This is an optimization exercise on Yosys and OpenROAD, whose aim is small area and a short achievable clock period, not a production implementation. Only simulation tests tie the RTL to the original design; equivalence was not proved. No activity file was given, so power comes from the tool's default toggle rates.

== fjord ==
## pixel_engine
module pixel_engine (
    input  logic                         pixel_clk,
    input  logic                         reset,
    input  pixel_engine_pkg::coord_t     draw_x,
    input  pixel_engine_pkg::coord_t     draw_y,
    input  logic                         video_on,
    input  pixel_engine_pkg::text_cell_t char_code,
    input  logic [7:0]                   font_row,
    input  logic                         psel,
    input  logic                         penable,
    input  logic                         pwrite,
    input  logic [8-1:0]       paddr,
    input  logic [32-1:0]       pwdata,
    output logic [32-1:0]       prdata,
    output logic                         pready,
    output logic                         pslverr,
    output pixel_engine_pkg::rgb_t       rgb
);
==> flow/config.mk <==
export PLATFORM = sky130hd
export DESIGN_NAME = pixel_engine
export DESIGN_NICKNAME = pixel_engine
export VERILOG_FILES = /design/flow/design.v
export SDC_FILE = /design/flow/constraint.sdc
export NUM_CORES = 4
export LEC_CHECK = 0
export CAP_MARGIN = 5
export CORE_MARGIN = 2
export CORE_UTILIZATION = 40
export CTS_CLUSTER_DIAMETER = 100
export CTS_CLUSTER_SIZE = 24
export SETUP_SLACK_MARGIN = 3.8
export SLEW_MARGIN = 5
export TNS_END_PERCENT = 100
==> flow/constraint.sdc <==
create_clock -name core_clock -period 10.0 [get_ports {pixel_clk}]
set_input_delay 2.0000 -clock core_clock [delete_from_list [all_inputs] [get_ports {pixel_clk}]]
set_output_delay 2.0000 -clock core_clock [all_outputs]
set_load 0.01 [all_outputs]
standard.sh (not shown) runs the stock make flow with config.mk's settings and CLKGATE_MAP_FILE= SYNTH_SCRIPT=/design/flow/synth_recipe.tcl, a recipe that flattens the netlist after the stock synthesis.
==> flow/flow/run.sh <==
#!/bin/bash
# The standard layout (standard.sh), with plain buffers on the ports in place
# of the delay-cell buffers ORFS picks by default. The make output goes to
# standard.log; ORFS keeps each step's log under orfs/logs.
set -euo pipefail
export BUFFER_PORTS_ARGS="-buffer_cell sky130_fd_sc_hd__buf_2"
bash standard.sh > standard.log 2>&1
The inputs of onyx differ from those of fjord as listed below.
Settings: clearing CTS_CLUSTER_SIZE, which used to be 24; clearing CTS_CLUSTER_DIAMETER, which used to be 100; swapping 5 for 20 in SLEW_MARGIN; swapping 40 for 50 in CORE_UTILIZATION; swapping 5 for 20 in CAP_MARGIN; putting PLACE_DENSITY at 0.65 where nothing was set; putting GPL_ROUTABILITY_DRIVEN at 0 where nothing was set.
==> flow/flow/run.sh <==
#!/bin/bash
# The standard layout (standard.sh), with plain buffers on the ports in place
# of the delay-cell buffers ORFS picks by default, and clock tree synthesis
# without dummy loads. The make output goes to standard.log; ORFS keeps each
# step's log under orfs/logs.
set -euo pipefail
export BUFFER_PORTS_ARGS="-buffer_cell sky130_fd_sc_hd__buf_1"
export CTS_ARGS="-sink_clustering_enable -repair_clock_nets -sink_clustering_size 24 -sink_clustering_max_diameter 100 -dont_use_dummy_load"
bash standard.sh > standard.log 2>&1
--- outcome ---
Lower met1 track demand over resource in global routing goes to fjord over onyx.
Of onyx and fjord, the higher post-layout minimum cycle time belongs to onyx.
Changes observed in onyx relative to fjord: minimum setup slack in the final design now smaller; fmax essentially unchanged.
Diff fjord -> onyx | row count | down by more than 10%
Of the two values seen for critical-path cell with the highest stage delay, or3_4 was produced by fjord and a22o_1 by onyx.
onyx does better than fjord on total non-filler cell area in the finished layout.
Diff fjord -> onyx: number of detailed-route iterations in the first pass went up 2, post-CTS setup buffer count went down about 43%.
The inputs of xenon differ from those of onyx as listed below.
Settings: GPL_ROUTABILITY_DRIVEN: 0 -> unset; PLACE_DENSITY: 0.65 -> unset; CTS_CLUSTER_SIZE: unset -> 24; CTS_CLUSTER_DIAMETER: unset -> 100; CORE_UTILIZATION: 50 -> 40; SETUP_SLACK_MARGIN: 3.8 -> 3.4.
==> flow/run.sh (new file) <==
#!/bin/bash
# synth_recipe.tcl (not shown) runs the flow's synth.tcl, then flattens the netlist and writes it again
# the make line also repeats each setting of config.mk as NAME=value (left out here)
make -C /OpenROAD-flow-scripts/flow DESIGN_CONFIG=/design/flow/config.mk WORK_HOME=/design/flow/orfs CLKGATE_MAP_FILE= SYNTH_SCRIPT=/design/flow/synth_recipe.tcl finish
removed: flow/flow/run.sh
removed: flow/standard.sh
Notes after the runs:
- xenon completed end to end with timing, DRC and antenna clean.
- Relative to onyx, area growth from synthesis to layout has increased by 6.3 points in xenon.
- xenon: routing usage on met2 3.7 points below onyx
- Area after synthesis of xenon is on par with onyx.
- xenon vs onyx, hold slack went down by 30 ps.
Relative to xenon, the following input files were edited for harbor:
Settings: a change of SETUP_SLACK_MARGIN from 3.4 to 3.8.
### Flow results
- From xenon to harbor, count of clock-buffer cells in the layout did not move at all.
- harbor went all the way through the flow, and no timing, DRC or antenna check failed.
- Clock skew was lower in the run labelled xenon.
- Minimum clock period in harbor is 560 ps below xenon.
- Summary of the comparison: number of non-filler instances in the completed layout is higher in harbor, relative to xenon.
#### Input delta (amber over harbor)
Settings: CTS_CLUSTER_DIAMETER removed (was 100); CTS_CLUSTER_SIZE removed (was 24); CORE_UTILIZATION changed from 40 to 50; PLACE_DENSITY newly set to 0.65; GPL_ROUTABILITY_DRIVEN newly set to 0.
==> flow/flow/run.sh (new file) <==
#!/bin/bash
# The standard layout (standard.sh), with plain buffers on the ports in place
# of the delay-cell buffers ORFS picks by default, and clock tree synthesis
# without dummy loads. The make output goes to standard.log; ORFS keeps each
# step's log under orfs/logs.
set -euo pipefail
export BUFFER_PORTS_ARGS="-buffer_cell sky130_fd_sc_hd__buf_2"
export CTS_ARGS="-sink_clustering_enable -repair_clock_nets -sink_clustering_size 24 -sink_clustering_max_diameter 100 -dont_use_dummy_load"
bash standard.sh > standard.log 2>&1
==> flow/standard.sh (new file) <==
#!/bin/bash
# synth_recipe.tcl (not shown) runs the flow's synth.tcl, then flattens the netlist and writes it again
# the make line also repeats each setting of config.mk as NAME=value (left out here)
make -C /OpenROAD-flow-scripts/flow DESIGN_CONFIG=/design/flow/config.mk WORK_HOME=/design/flow/orfs CLKGATE_MAP_FILE= SYNTH_SCRIPT=/design/flow/synth_recipe.tcl "${@:-finish}"
removed: flow/run.sh
--- outcome ---
- Lower clock buffer instance count of the final layout goes to amber over harbor.
- Going from harbor to amber, clock buffer count from CTS shrank by a few percent.
- As far as residual DRC count goes, amber and harbor are indistinguishable; the numbers are identical.
- Against harbor, amber reports a final standard cell count with taps included and fillers excluded that is lower.
- Worst ir drop on vdd (amber vs. harbor) decreases by a little under 10%
- Taking harbor as the reference point, the setup slack of amber falls by 91 ps.
- In amber the largest clock skew in the final design turned out 3.3 ps higher than in harbor.
- Relative to harbor, the final area of amber is lower by 3000 um^2.

[afterwards: timing with drivers on the ports]
The flow's constraints put no driver on any port. The routed layouts listed below were extracted and timed again, unchanged, in two steps.
Step 1 sets driving cells, clkbuf_16 on the clock port and buf_2 on the other inputs (assumed; they add their load-dependent delay and slew).
Step 2 moves the port delays by t, midway between the first and last clock arrival at a register: inputs arrive t later, outputs are due t later. That takes back most of the time a late clock gives input paths.
Slacks: no drivers / after step 1 / after step 2; pairs: no drivers / after step 1.
run	t, ns	slack for setup (ns)	latest minus earliest clock arrival (ns)	worst register clock-pin slew, ns	worst data-port slew with drivers (ns)
fjord	0.689	3.778 / 3.745 / 3.145	0.030 / 0.029	0.11 / 0.11	0.07
onyx	0.671	3.773 / 3.712 / 3.189	0.056 / 0.056	0.11 / 0.11	0.11
xenon	0.686	3.252 / 3.299 / 2.613	0.032 / 0.032	0.11 / 0.11	0.06
harbor	0.685	3.815 / 3.799 / 3.175	0.033 / 0.033	0.11 / 0.11	0.06
amber	0.665	3.724 / 3.651 / 3.184	0.047 / 0.047	0.11 / 0.11	0.14
After both steps every run listed still meets setup and hold. For harbor, which loses most, drivers alone change the setup slack by -0.016 ns; drivers and shift together by -0.640 ns.
